Source: an optimization exercise on an open RTL-to-GDS flow (aim: small area, a short achievable clock period and few clock cycles per item). Production flows keep margins and buffers that such runs may drop. RTL that was checked went through simulation tests only; none was proved equivalent to the original.

==> inputs of 04-25 <==
## fp_mul_sched_top
module fp_mul_sched_top (
    input  logic         clk,
    input  logic         reset_n,
    input  logic [3:0]   req_valid,
    input  logic [127:0] req_x,
    input  logic [127:0] req_y,
    output logic [3:0]   req_ready,
    output logic         res_valid,
    input  logic         res_ready,
    output logic [1:0]   res_id,
    output logic [31:0]  res_data,
    output logic [4:0]   res_flags,
    output logic         busy
);
    fp_mul_sched #(
        .EXP  (8),
        .MAN  (23),
        .NREQ (4)
    ) u_sched (
        .clk       (clk),
        .reset_n   (reset_n),
        .req_valid (req_valid),
        .req_x     (req_x),
        .req_y     (req_y),
        .req_ready (req_ready),
        .res_valid (res_valid),
        .res_ready (res_ready),
        .res_id    (res_id),
        .res_data  (res_data),
        .res_flags (res_flags),
        .busy      (busy)
    );
endmodule
clock: 10.5 ns
lec_check: 0
cap_margin: 20
core_margin: 2
core_utilization: 40
setup_slack_margin: 4.0
slew_margin: 20
synth_hierarchical: 1
standard.sh (not shown) runs the stock make flow with config.mk's settings and CLKGATE_MAP_FILE= SYNTH_SCRIPT=/design/flow/synth_recipe.tcl, a recipe that flattens the netlist after the stock synthesis.
==> flow/flow/run.sh <==
#!/bin/bash
# Layout flow: the standard flow (standard.sh) with two changes after synthesis:
# the port buffers are the small sky130_fd_sc_hd__buf_1 instead of the delay cell
# buffer_ports picks by default, and timing repair may swap a cell for one with a
# different footprint (MATCH_CELL_FOOTPRINT=0), so those buffers can be resized.
# Synthesis is the standard one, unchanged. Each step's output goes to its own log here.
set -uo pipefail
bash standard.sh synth > synth.log 2>&1 || exit 1
bash standard.sh "BUFFER_PORTS_ARGS=-buffer_cell sky130_fd_sc_hd__buf_1" MATCH_CELL_FOOTPRINT=0 finish > layout.log 2>&1 || exit 1
==> inputs of 12-07, as changes to 04-25 <==
--- a/flow/design.v
+++ b/flow/design.v
@@ -20,19 +20,15 @@
     endfunction
 endpackage
 import fp_mul_pkg::*;
 module fp_mul_pipe (
     input  logic               clk,
     input  logic               en_i,
     input  logic [31:0]        x_i,
-    input  logic [8:0]         yse_i,    
-    input  logic               ymz_i,    
-    input  logic [11:0]        bone_i,   
-    input  logic [11:0]        btwo_i,   
-    input  logic [11:0]        bneg_i,   
+    input  logic [31:0]        y_i,
     output logic [31:0]        data_o,
     output logic [FLAGS_W-1:0] flags_o
 );
     logic [23:0] a, b;
     logic [11:0] one, two, neg;
     logic        sgn_c, zero_c, nan_c, inf_c;
     logic [9:0]  esum_c, esum1_c;
@@ -943,32 +939,32 @@
     logic s591;
     logic c592;
     logic [71:0] m_c, mq;
     logic        sgn_q, zero_q, nan_q, inf_q, lcq;
     logic [7:0]  e0_q;
     logic        unf0_q, unf1_q, ovf0_q, ovf1_q;
     assign a = {1'b1, x_i[22:0]};
-    assign b = '0;
-    assign one = bone_i;
-    assign two = btwo_i;
-    assign neg = bneg_i;
+    assign b = {1'b1, y_i[22:0]};
     always_comb begin
-        zero_c = (x_i[30:23] == 8'd0) || (yse_i[7:0] == 8'd0);
+        zero_c = (x_i[30:23] == 8'd0) || (y_i[30:23] == 8'd0);
         nan_c  = !zero_c && ((x_i[30:23] == 8'hFF && x_i[22:0] != 23'd0) ||
-                             (yse_i[7:0] == 8'hFF && ymz_i));
-        inf_c  = !zero_c && !nan_c && (x_i[30:23] == 8'hFF || yse_i[7:0] == 8'hFF);
-        sgn_c  = x_i[31] ^ yse_i[8];
-        esum_c  = {2'b00, x_i[30:23]} + {2'b00, yse_i[7:0]} - 10'd127;
-        esum1_c = {2'b00, x_i[30:23]} + {2'b00, yse_i[7:0]} - 10'd126;
+                             (y_i[30:23] == 8'hFF && y_i[22:0] != 23'd0));
+        inf_c  = !zero_c && !nan_c && (x_i[30:23] == 8'hFF || y_i[30:23] == 8'hFF);
+        sgn_c  = x_i[31] ^ y_i[31];
+        esum_c  = {2'b00, x_i[30:23]} + {2'b00, y_i[30:23]} - 10'd127;
+        esum1_c = {2'b00, x_i[30:23]} + {2'b00, y_i[30:23]} - 10'd126;
         e0_c    = esum_c[7:0];
         unf0_c  = !zero_c && !nan_c && !inf_c && (esum_c[9] || esum_c == 10'd0);
         unf1_c  = !zero_c && !nan_c && !inf_c && (esum1_c[9] || esum1_c == 10'd0);
         ovf0_c  = !zero_c && !nan_c && !inf_c && !esum_c[9] && (esum_c[8] || esum_c[7:0] == 8'hFF);
         ovf1_c  = !zero_c && !nan_c && !inf_c && !esum1_c[9] && (esum1_c[8] || esum1_c[7:0] == 8'hFF);
     end
+    assign one[0] = b[0] ^ 1'b0;
+    assign two[0] = (b[1] & ~b[0] & ~1'b0) | (~b[1] & b[0] & 1'b0);
+    assign neg[0] = b[1] & ~(b[0] & 1'b0);
     assign pp0_0 = ((one[0] & a[0])) ^ neg[0];
     assign pp0_1 = ((one[0] & a[1]) | (two[0] & a[0])) ^ neg[0];
     assign pp0_2 = ((one[0] & a[2]) | (two[0] & a[1])) ^ neg[0];
     assign pp0_3 = ((one[0] & a[3]) | (two[0] & a[2])) ^ neg[0];
     assign pp0_4 = ((one[0] & a[4]) | (two[0] & a[3])) ^ neg[0];
     assign pp0_5 = ((one[0] & a[5]) | (two[0] & a[4])) ^ neg[0];
     assign pp0_6 = ((one[0] & a[6]) | (two[0] & a[5])) ^ neg[0];
@@ -987,14 +983,17 @@
     assign pp0_19 = ((one[0] & a[19]) | (two[0] & a[18])) ^ neg[0];
     assign pp0_20 = ((one[0] & a[20]) | (two[0] & a[19])) ^ neg[0];
     assign pp0_21 = ((one[0] & a[21]) | (two[0] & a[20])) ^ neg[0];
     assign pp0_22 = ((one[0] & a[22]) | (two[0] & a[21])) ^ neg[0];
     assign pp0_23 = ((one[0] & a[23]) | (two[0] & a[22])) ^ neg[0];
     assign pp0_24 = ((two[0] & a[23])) ^ neg[0];
     assign nneg0 = ~neg[0];
+    assign one[1] = b[2] ^ b[1];
+    assign two[1] = (b[3] & ~b[2] & ~b[1]) | (~b[3] & b[2] & b[1]);
+    assign neg[1] = b[3] & ~(b[2] & b[1]);
     assign pp1_0 = ((one[1] & a[0])) ^ neg[1];
     assign pp1_1 = ((one[1] & a[1]) | (two[1] & a[0])) ^ neg[1];
     assign pp1_2 = ((one[1] & a[2]) | (two[1] & a[1])) ^ neg[1];
     assign pp1_3 = ((one[1] & a[3]) | (two[1] & a[2])) ^ neg[1];
     assign pp1_4 = ((one[1] & a[4]) | (two[1] & a[3])) ^ neg[1];
     assign pp1_5 = ((one[1] & a[5]) | (two[1] & a[4])) ^ neg[1];
     assign pp1_6 = ((one[1] & a[6]) | (two[1] & a[5])) ^ neg[1];
@@ -1013,14 +1012,17 @@
     assign pp1_19 = ((one[1] & a[19]) | (two[1] & a[18])) ^ neg[1];
     assign pp1_20 = ((one[1] & a[20]) | (two[1] & a[19])) ^ neg[1];
     assign pp1_21 = ((one[1] & a[21]) | (two[1] & a[20])) ^ neg[1];
     assign pp1_22 = ((one[1] & a[22]) | (two[1] & a[21])) ^ neg[1];
     assign pp1_23 = ((one[1] & a[23]) | (two[1] & a[22])) ^ neg[1];
     assign pp1_24 = ((two[1] & a[23])) ^ neg[1];
     assign nneg1 = ~neg[1];
+    assign one[2] = b[4] ^ b[3];
+    assign two[2] = (b[5] & ~b[4] & ~b[3]) | (~b[5] & b[4] & b[3]);
+    assign neg[2] = b[5] & ~(b[4] & b[3]);
     assign pp2_0 = ((one[2] & a[0])) ^ neg[2];
     assign pp2_1 = ((one[2] & a[1]) | (two[2] & a[0])) ^ neg[2];
     assign pp2_2 = ((one[2] & a[2]) | (two[2] & a[1])) ^ neg[2];
     assign pp2_3 = ((one[2] & a[3]) | (two[2] & a[2])) ^ neg[2];
     assign pp2_4 = ((one[2] & a[4]) | (two[2] & a[3])) ^ neg[2];
     assign pp2_5 = ((one[2] & a[5]) | (two[2] & a[4])) ^ neg[2];
     assign pp2_6 = ((one[2] & a[6]) | (two[2] & a[5])) ^ neg[2];
@@ -1039,14 +1041,17 @@
     assign pp2_19 = ((one[2] & a[19]) | (two[2] & a[18])) ^ neg[2];
     assign pp2_20 = ((one[2] & a[20]) | (two[2] & a[19])) ^ neg[2];
     assign pp2_21 = ((one[2] & a[21]) | (two[2] & a[20])) ^ neg[2];
     assign pp2_22 = ((one[2] & a[22]) | (two[2] & a[21])) ^ neg[2];
     assign pp2_23 = ((one[2] & a[23]) | (two[2] & a[22])) ^ neg[2];
     assign pp2_24 = ((two[2] & a[23])) ^ neg[2];
     assign nneg2 = ~neg[2];
+    assign one[3] = b[6] ^ b[5];
+    assign two[3] = (b[7] & ~b[6] & ~b[5]) | (~b[7] & b[6] & b[5]);
+    assign neg[3] = b[7] & ~(b[6] & b[5]);
     assign pp3_0 = ((one[3] & a[0])) ^ neg[3];
     assign pp3_1 = ((one[3] & a[1]) | (two[3] & a[0])) ^ neg[3];
     assign pp3_2 = ((one[3] & a[2]) | (two[3] & a[1])) ^ neg[3];
     assign pp3_3 = ((one[3] & a[3]) | (two[3] & a[2])) ^ neg[3];
     assign pp3_4 = ((one[3] & a[4]) | (two[3] & a[3])) ^ neg[3];
     assign pp3_5 = ((one[3] & a[5]) | (two[3] & a[4])) ^ neg[3];
     assign pp3_6 = ((one[3] & a[6]) | (two[3] & a[5])) ^ neg[3];
@@ -1065,14 +1070,17 @@
     assign pp3_19 = ((one[3] & a[19]) | (two[3] & a[18])) ^ neg[3];
     assign pp3_20 = ((one[3] & a[20]) | (two[3] & a[19])) ^ neg[3];
     assign pp3_21 = ((one[3] & a[21]) | (two[3] & a[20])) ^ neg[3];
     assign pp3_22 = ((one[3] & a[22]) | (two[3] & a[21])) ^ neg[3];
     assign pp3_23 = ((one[3] & a[23]) | (two[3] & a[22])) ^ neg[3];
     assign pp3_24 = ((two[3] & a[23])) ^ neg[3];
     assign nneg3 = ~neg[3];
+    assign one[4] = b[8] ^ b[7];
+    assign two[4] = (b[9] & ~b[8] & ~b[7]) | (~b[9] & b[8] & b[7]);
+    assign neg[4] = b[9] & ~(b[8] & b[7]);
     assign pp4_0 = ((one[4] & a[0])) ^ neg[4];
     assign pp4_1 = ((one[4] & a[1]) | (two[4] & a[0])) ^ neg[4];
     assign pp4_2 = ((one[4] & a[2]) | (two[4] & a[1])) ^ neg[4];
     assign pp4_3 = ((one[4] & a[3]) | (two[4] & a[2])) ^ neg[4];
     assign pp4_4 = ((one[4] & a[4]) | (two[4] & a[3])) ^ neg[4];
     assign pp4_5 = ((one[4] & a[5]) | (two[4] & a[4])) ^ neg[4];
     assign pp4_6 = ((one[4] & a[6]) | (two[4] & a[5])) ^ neg[4];
@@ -1091,14 +1099,17 @@
     assign pp4_19 = ((one[4] & a[19]) | (two[4] & a[18])) ^ neg[4];
     assign pp4_20 = ((one[4] & a[20]) | (two[4] & a[19])) ^ neg[4];
     assign pp4_21 = ((one[4] & a[21]) | (two[4] & a[20])) ^ neg[4];
     assign pp4_22 = ((one[4] & a[22]) | (two[4] & a[21])) ^ neg[4];
     assign pp4_23 = ((one[4] & a[23]) | (two[4] & a[22])) ^ neg[4];
     assign pp4_24 = ((two[4] & a[23])) ^ neg[4];
     assign nneg4 = ~neg[4];
+    assign one[5] = b[10] ^ b[9];
+    assign two[5] = (b[11] & ~b[10] & ~b[9]) | (~b[11] & b[10] & b[9]);
+    assign neg[5] = b[11] & ~(b[10] & b[9]);
     assign pp5_0 = ((one[5] & a[0])) ^ neg[5];
     assign pp5_1 = ((one[5] & a[1]) | (two[5] & a[0])) ^ neg[5];
     assign pp5_2 = ((one[5] & a[2]) | (two[5] & a[1])) ^ neg[5];
     assign pp5_3 = ((one[5] & a[3]) | (two[5] & a[2])) ^ neg[5];
     assign pp5_4 = ((one[5] & a[4]) | (two[5] & a[3])) ^ neg[5];
     assign pp5_5 = ((one[5] & a[5]) | (two[5] & a[4])) ^ neg[5];
     assign pp5_6 = ((one[5] & a[6]) | (two[5] & a[5])) ^ neg[5];
@@ -1117,14 +1128,17 @@
     assign pp5_19 = ((one[5] & a[19]) | (two[5] & a[18])) ^ neg[5];
     assign pp5_20 = ((one[5] & a[20]) | (two[5] & a[19])) ^ neg[5];
     assign pp5_21 = ((one[5] & a[21]) | (two[5] & a[20])) ^ neg[5];
     assign pp5_22 = ((one[5] & a[22]) | (two[5] & a[21])) ^ neg[5];
     assign pp5_23 = ((one[5] & a[23]) | (two[5] & a[22])) ^ neg[5];
     assign pp5_24 = ((two[5] & a[23])) ^ neg[5];
     assign nneg5 = ~neg[5];
+    assign one[6] = b[12] ^ b[11];
+    assign two[6] = (b[13] & ~b[12] & ~b[11]) | (~b[13] & b[12] & b[11]);
+    assign neg[6] = b[13] & ~(b[12] & b[11]);
     assign pp6_0 = ((one[6] & a[0])) ^ neg[6];
     assign pp6_1 = ((one[6] & a[1]) | (two[6] & a[0])) ^ neg[6];
     assign pp6_2 = ((one[6] & a[2]) | (two[6] & a[1])) ^ neg[6];
     assign pp6_3 = ((one[6] & a[3]) | (two[6] & a[2])) ^ neg[6];
     assign pp6_4 = ((one[6] & a[4]) | (two[6] & a[3])) ^ neg[6];
     assign pp6_5 = ((one[6] & a[5]) | (two[6] & a[4])) ^ neg[6];
     assign pp6_6 = ((one[6] & a[6]) | (two[6] & a[5])) ^ neg[6];
@@ -1143,14 +1157,17 @@
     assign pp6_19 = ((one[6] & a[19]) | (two[6] & a[18])) ^ neg[6];
     assign pp6_20 = ((one[6] & a[20]) | (two[6] & a[19])) ^ neg[6];
     assign pp6_21 = ((one[6] & a[21]) | (two[6] & a[20])) ^ neg[6];
     assign pp6_22 = ((one[6] & a[22]) | (two[6] & a[21])) ^ neg[6];
     assign pp6_23 = ((one[6] & a[23]) | (two[6] & a[22])) ^ neg[6];
     assign pp6_24 = ((two[6] & a[23])) ^ neg[6];
     assign nneg6 = ~neg[6];
+    assign one[7] = b[14] ^ b[13];
+    assign two[7] = (b[15] & ~b[14] & ~b[13]) | (~b[15] & b[14] & b[13]);
+    assign neg[7] = b[15] & ~(b[14] & b[13]);
     assign pp7_0 = ((one[7] & a[0])) ^ neg[7];
     assign pp7_1 = ((one[7] & a[1]) | (two[7] & a[0])) ^ neg[7];
     assign pp7_2 = ((one[7] & a[2]) | (two[7] & a[1])) ^ neg[7];
     assign pp7_3 = ((one[7] & a[3]) | (two[7] & a[2])) ^ neg[7];
     assign pp7_4 = ((one[7] & a[4]) | (two[7] & a[3])) ^ neg[7];
     assign pp7_5 = ((one[7] & a[5]) | (two[7] & a[4])) ^ neg[7];
     assign pp7_6 = ((one[7] & a[6]) | (two[7] & a[5])) ^ neg[7];
@@ -1169,14 +1186,17 @@
     assign pp7_19 = ((one[7] & a[19]) | (two[7] & a[18])) ^ neg[7];
     assign pp7_20 = ((one[7] & a[20]) | (two[7] & a[19])) ^ neg[7];
     assign pp7_21 = ((one[7] & a[21]) | (two[7] & a[20])) ^ neg[7];
     assign pp7_22 = ((one[7] & a[22]) | (two[7] & a[21])) ^ neg[7];
     assign pp7_23 = ((one[7] & a[23]) | (two[7] & a[22])) ^ neg[7];
     assign pp7_24 = ((two[7] & a[23])) ^ neg[7];
     assign nneg7 = ~neg[7];
+    assign one[8] = b[16] ^ b[15];
+    assign two[8] = (b[17] & ~b[16] & ~b[15]) | (~b[17] & b[16] & b[15]);
+    assign neg[8] = b[17] & ~(b[16] & b[15]);
     assign pp8_0 = ((one[8] & a[0])) ^ neg[8];
     assign pp8_1 = ((one[8] & a[1]) | (two[8] & a[0])) ^ neg[8];
     assign pp8_2 = ((one[8] & a[2]) | (two[8] & a[1])) ^ neg[8];
     assign pp8_3 = ((one[8] & a[3]) | (two[8] & a[2])) ^ neg[8];
     assign pp8_4 = ((one[8] & a[4]) | (two[8] & a[3])) ^ neg[8];
     assign pp8_5 = ((one[8] & a[5]) | (two[8] & a[4])) ^ neg[8];
     assign pp8_6 = ((one[8] & a[6]) | (two[8] & a[5])) ^ neg[8];
@@ -1195,14 +1215,17 @@
     assign pp8_19 = ((one[8] & a[19]) | (two[8] & a[18])) ^ neg[8];
     assign pp8_20 = ((one[8] & a[20]) | (two[8] & a[19])) ^ neg[8];
     assign pp8_21 = ((one[8] & a[21]) | (two[8] & a[20])) ^ neg[8];
     assign pp8_22 = ((one[8] & a[22]) | (two[8] & a[21])) ^ neg[8];
     assign pp8_23 = ((one[8] & a[23]) | (two[8] & a[22])) ^ neg[8];
     assign pp8_24 = ((two[8] & a[23])) ^ neg[8];
     assign nneg8 = ~neg[8];
+    assign one[9] = b[18] ^ b[17];
+    assign two[9] = (b[19] & ~b[18] & ~b[17]) | (~b[19] & b[18] & b[17]);
+    assign neg[9] = b[19] & ~(b[18] & b[17]);
     assign pp9_0 = ((one[9] & a[0])) ^ neg[9];
     assign pp9_1 = ((one[9] & a[1]) | (two[9] & a[0])) ^ neg[9];
     assign pp9_2 = ((one[9] & a[2]) | (two[9] & a[1])) ^ neg[9];
     assign pp9_3 = ((one[9] & a[3]) | (two[9] & a[2])) ^ neg[9];
     assign pp9_4 = ((one[9] & a[4]) | (two[9] & a[3])) ^ neg[9];
     assign pp9_5 = ((one[9] & a[5]) | (two[9] & a[4])) ^ neg[9];
     assign pp9_6 = ((one[9] & a[6]) | (two[9] & a[5])) ^ neg[9];
@@ -1221,14 +1244,17 @@
     assign pp9_19 = ((one[9] & a[19]) | (two[9] & a[18])) ^ neg[9];
     assign pp9_20 = ((one[9] & a[20]) | (two[9] & a[19])) ^ neg[9];
     assign pp9_21 = ((one[9] & a[21]) | (two[9] & a[20])) ^ neg[9];
     assign pp9_22 = ((one[9] & a[22]) | (two[9] & a[21])) ^ neg[9];
     assign pp9_23 = ((one[9] & a[23]) | (two[9] & a[22])) ^ neg[9];
     assign pp9_24 = ((two[9] & a[23])) ^ neg[9];
     assign nneg9 = ~neg[9];
+    assign one[10] = b[20] ^ b[19];
+    assign two[10] = (b[21] & ~b[20] & ~b[19]) | (~b[21] & b[20] & b[19]);
+    assign neg[10] = b[21] & ~(b[20] & b[19]);
     assign pp10_0 = ((one[10] & a[0])) ^ neg[10];
     assign pp10_1 = ((one[10] & a[1]) | (two[10] & a[0])) ^ neg[10];
     assign pp10_2 = ((one[10] & a[2]) | (two[10] & a[1])) ^ neg[10];
     assign pp10_3 = ((one[10] & a[3]) | (two[10] & a[2])) ^ neg[10];
     assign pp10_4 = ((one[10] & a[4]) | (two[10] & a[3])) ^ neg[10];
     assign pp10_5 = ((one[10] & a[5]) | (two[10] & a[4])) ^ neg[10];
     assign pp10_6 = ((one[10] & a[6]) | (two[10] & a[5])) ^ neg[10];
@@ -1247,14 +1273,17 @@
     assign pp10_19 = ((one[10] & a[19]) | (two[10] & a[18])) ^ neg[10];
     assign pp10_20 = ((one[10] & a[20]) | (two[10] & a[19])) ^ neg[10];
     assign pp10_21 = ((one[10] & a[21]) | (two[10] & a[20])) ^ neg[10];
     assign pp10_22 = ((one[10] & a[22]) | (two[10] & a[21])) ^ neg[10];
     assign pp10_23 = ((one[10] & a[23]) | (two[10] & a[22])) ^ neg[10];
     assign pp10_24 = ((two[10] & a[23])) ^ neg[10];
     assign nneg10 = ~neg[10];
+    assign one[11] = b[22] ^ b[21];
+    assign two[11] = (b[23] & ~b[22] & ~b[21]) | (~b[23] & b[22] & b[21]);
+    assign neg[11] = b[23] & ~(b[22] & b[21]);
     assign pp11_0 = ((one[11] & a[0])) ^ neg[11];
     assign pp11_1 = ((one[11] & a[1]) | (two[11] & a[0])) ^ neg[11];
     assign pp11_2 = ((one[11] & a[2]) | (two[11] & a[1])) ^ neg[11];
     assign pp11_3 = ((one[11] & a[3]) | (two[11] & a[2])) ^ neg[11];
     assign pp11_4 = ((one[11] & a[4]) | (two[11] & a[3])) ^ neg[11];
     assign pp11_5 = ((one[11] & a[5]) | (two[11] & a[4])) ^ neg[11];
     assign pp11_6 = ((one[11] & a[6]) | (two[11] & a[5])) ^ neg[11];
@@ -2031,32 +2060,14 @@
         unf     = norm ? unf1_q : unf0_q;
         ovf     = norm ? ovf1_q : ovf0_q;
         kill    = zero_q || nan_q || inf_q || unf || ovf;
         flags_o = {inf_q, nan_q, zero_q, ovf, unf};
         data_o  = kill ? {1'b0, {8{nan_q || inf_q || ovf}}, 23'd0} : {sgn_q, e, man};
     end
 endmodule
-module fp_mul_benc (
-    input  logic [22:0] m,
-    output logic [11:0] one,
-    output logic [11:0] two,
-    output logic [11:0] neg,
-    output logic        nz
-);
-    logic [24:0] b;
-    assign b  = {1'b1, m, 1'b0};    
-    assign nz = m != 23'd0;
-    always_comb begin
-        for (int k = 0; k < 12; k++) begin
-            one[k] = b[2*k+1] ^ b[2*k];
-            two[k] = (b[2*k+2] & ~b[2*k+1] & ~b[2*k]) | (~b[2*k+2] & b[2*k+1] & b[2*k]);
-            neg[k] = b[2*k+2] & ~(b[2*k+1] & b[2*k]);
-        end
-    end
-endmodule
 module fp_mul_fa (
     input  logic a,
     input  logic b,
     input  logic c,
     output logic s,
     output logic co
 );
@@ -2097,15 +2108,15 @@
 );
     logic [IDW-1:0]     last_q;
     logic               vld_q;
     logic [IDW-1:0]     id_q;
     logic [NREQ-1:0]    gnt;        
     logic [IDW-1:0]     gnt_idx;
     logic               accept;     
-    logic [BITS-1:0]    x_sel;
+    logic [BITS-1:0]    x_sel, y_sel;
     logic [BITS-1:0]    mul_data;
     logic [FLAGS_W-1:0] mul_flags;
     always_comb begin
         logic [3:0] v;
         v = req_valid;
         unique case (last_q)
             2'd0:    gnt = v[1] ? 4'b0010 : v[2] ? 4'b0100 : v[3] ? 4'b1000 : v[0] ? 4'b0001 : 4'b0000;
@@ -2113,53 +2124,27 @@
             2'd2:    gnt = v[3] ? 4'b1000 : v[0] ? 4'b0001 : v[1] ? 4'b0010 : v[2] ? 4'b0100 : 4'b0000;
             default: gnt = v[0] ? 4'b0001 : v[1] ? 4'b0010 : v[2] ? 4'b0100 : v[3] ? 4'b1000 : 4'b0000;
         endcase
         gnt_idx = {gnt[3] | gnt[2], gnt[3] | gnt[1]};
     end
     assign accept    = !vld_q || res_ready;
     assign req_ready = accept ? gnt : '0;
-    logic [NREQ-1:0][11:0] l_one, l_two, l_neg;
-    logic [NREQ-1:0]       l_nz;
-    logic [11:0]           one_sel, two_sel, neg_sel;
-    logic                  nz_sel;
-    logic [8:0]            yse_sel;
-    for (genvar i = 0; i < NREQ; i++) begin : g_enc
-        fp_mul_benc u_enc (
-            .m   (req_y[i][22:0]),
-            .one (l_one[i]),
-            .two (l_two[i]),
-            .neg (l_neg[i]),
-            .nz  (l_nz[i])
-        );
-    end
     always_comb begin
-        x_sel   = '0;
-        yse_sel = '0;
-        one_sel = '0;
-        two_sel = '0;
-        neg_sel = '0;
-        nz_sel  = 1'b0;
+        x_sel = '0;
+        y_sel = '0;
         for (int i = 0; i < NREQ; i++) begin
-            x_sel   = x_sel   | (req_x[i] & {BITS{gnt[i]}});
-            yse_sel = yse_sel | (req_y[i][31:23] & {9{gnt[i]}});
-            one_sel = one_sel | (l_one[i] & {12{gnt[i]}});
-            two_sel = two_sel | (l_two[i] & {12{gnt[i]}});
-            neg_sel = neg_sel | (l_neg[i] & {12{gnt[i]}});
-            nz_sel  = nz_sel  | (l_nz[i] & gnt[i]);
+            x_sel = x_sel | (req_x[i] & {BITS{gnt[i]}});
+            y_sel = y_sel | (req_y[i] & {BITS{gnt[i]}});
         end
     end
     fp_mul_pipe u_mul (
         .clk     (clk),
         .en_i    (accept),
         .x_i     (x_sel),
-        .yse_i   (yse_sel),
-        .ymz_i   (nz_sel),
-        .bone_i  (one_sel),
-        .btwo_i  (two_sel),
-        .bneg_i  (neg_sel),
+        .y_i     (y_sel),
         .data_o  (mul_data),
         .flags_o (mul_flags)
     );
     always_ff @(posedge clk or negedge reset_n) begin
         if (!reset_n) begin
             vld_q  <= 1'b0;
             last_q <= IDW'(NREQ - 1);
- SETUP_SLACK_MARGIN: 4.0 -> 3.5
==> notes <==
In 12-07 the final area is lower than in 04-25, by about 10%. In 12-07 the die area is lower than in 04-25, by about 8%. Sequential cell count is the same in 04-25 and 12-07. Of 04-25 and 12-07, 04-25 has the higher setup slack (gap 510 ps). In 12-07 the register-to-register slack is lower than in 04-25, by 520 ps. Of 12-07 and 04-25, 12-07 has the higher sequential share of layout area (gap 1.2 points). Synthesized cell count: 04-25 is larger than 12-07 (11%). Between 12-07 and 04-25, the lower clock skew is in 12-07 (gap 8.7 ps).
==> figures <==
Result of the run: 04-25 finished clean; 12-07 finished clean
Setup WS post-layout: 04-25 4038 ps; 12-07 3532 ps
Routed length per instance: 04-25 25.36 µm; 12-07 25.40 µm
Number of cells upsized or downsized after cts: 04-25 74; 12-07 117
Source-to-sink clock delay at the later pin of the worst-skew pair: 04-25 400 ps; 12-07 390 ps
Worst slack at placement: 04-25 2380 ps; 12-07 2014 ps
Netlist cell types: 04-25 76; 12-07 77
Die Y: 04-25 236.5 µm; 12-07 226.8 µm
Placer congestion estimate: 04-25 0.9632; 12-07 0.9400
Highest fanout seen on the critical path: 04-25 37; 12-07 9
Number of tap cells inserted: 04-25 696; 12-07 664
Destination of the worst register-to-register timing path: 04-25 u_sched.u_mul.mq[47]; 12-07 u_sched.u_mul.mq[39]
Pin count of the biggest net entering global routing: 04-25 76; 12-07 87
Met3 usage in global routing: 04-25 5.537%; 12-07 6.324%
Full die area: 04-25 55910 µm²; 12-07 51440 µm²
Simple-gate share of the synthesized area: 04-25 10.70%; 12-07 7.958%
Multi-input combinational area share: 04-25 73.34%; 12-07 70.21%
Testbench counts of 12-07, summed over its fixed seeds: cycles 2,056, items 2,048.
Only the layout flow was run in 04-25; the RTL was not checked for function there.

separate check: timing with driven ports:
The flow's constraints put no driver on any port. The routed layouts listed below were extracted and timed again, unchanged, in two steps. Step 1, drivers: a clkbuf_16 drives clk and a buf_2 each remaining input, both assumed. Step 2 moves the port delays by t, midway between the first and last clock arrival at a register: inputs arrive t later, outputs are due t later. That takes back most of the time a late clock gives input paths. Three values: ideal, step 1, step 2; two values: the first two.
run | t (ns) | setup slack, ns | worst setup path after step 2 | clock arrival spread, ns
04-25 | 0.447 | 4.038 / 4.048 / 3.601 | input to register | 0.023 / 0.024
12-07 | 0.446 | 3.532 / 3.539 / 3.093 | input to register | 0.016 / 0.016
After both steps every run listed still meets setup and hold. For 12-07, which loses most, drivers alone change the setup slack by +0.007 ns; drivers and shift together by -0.439 ns.
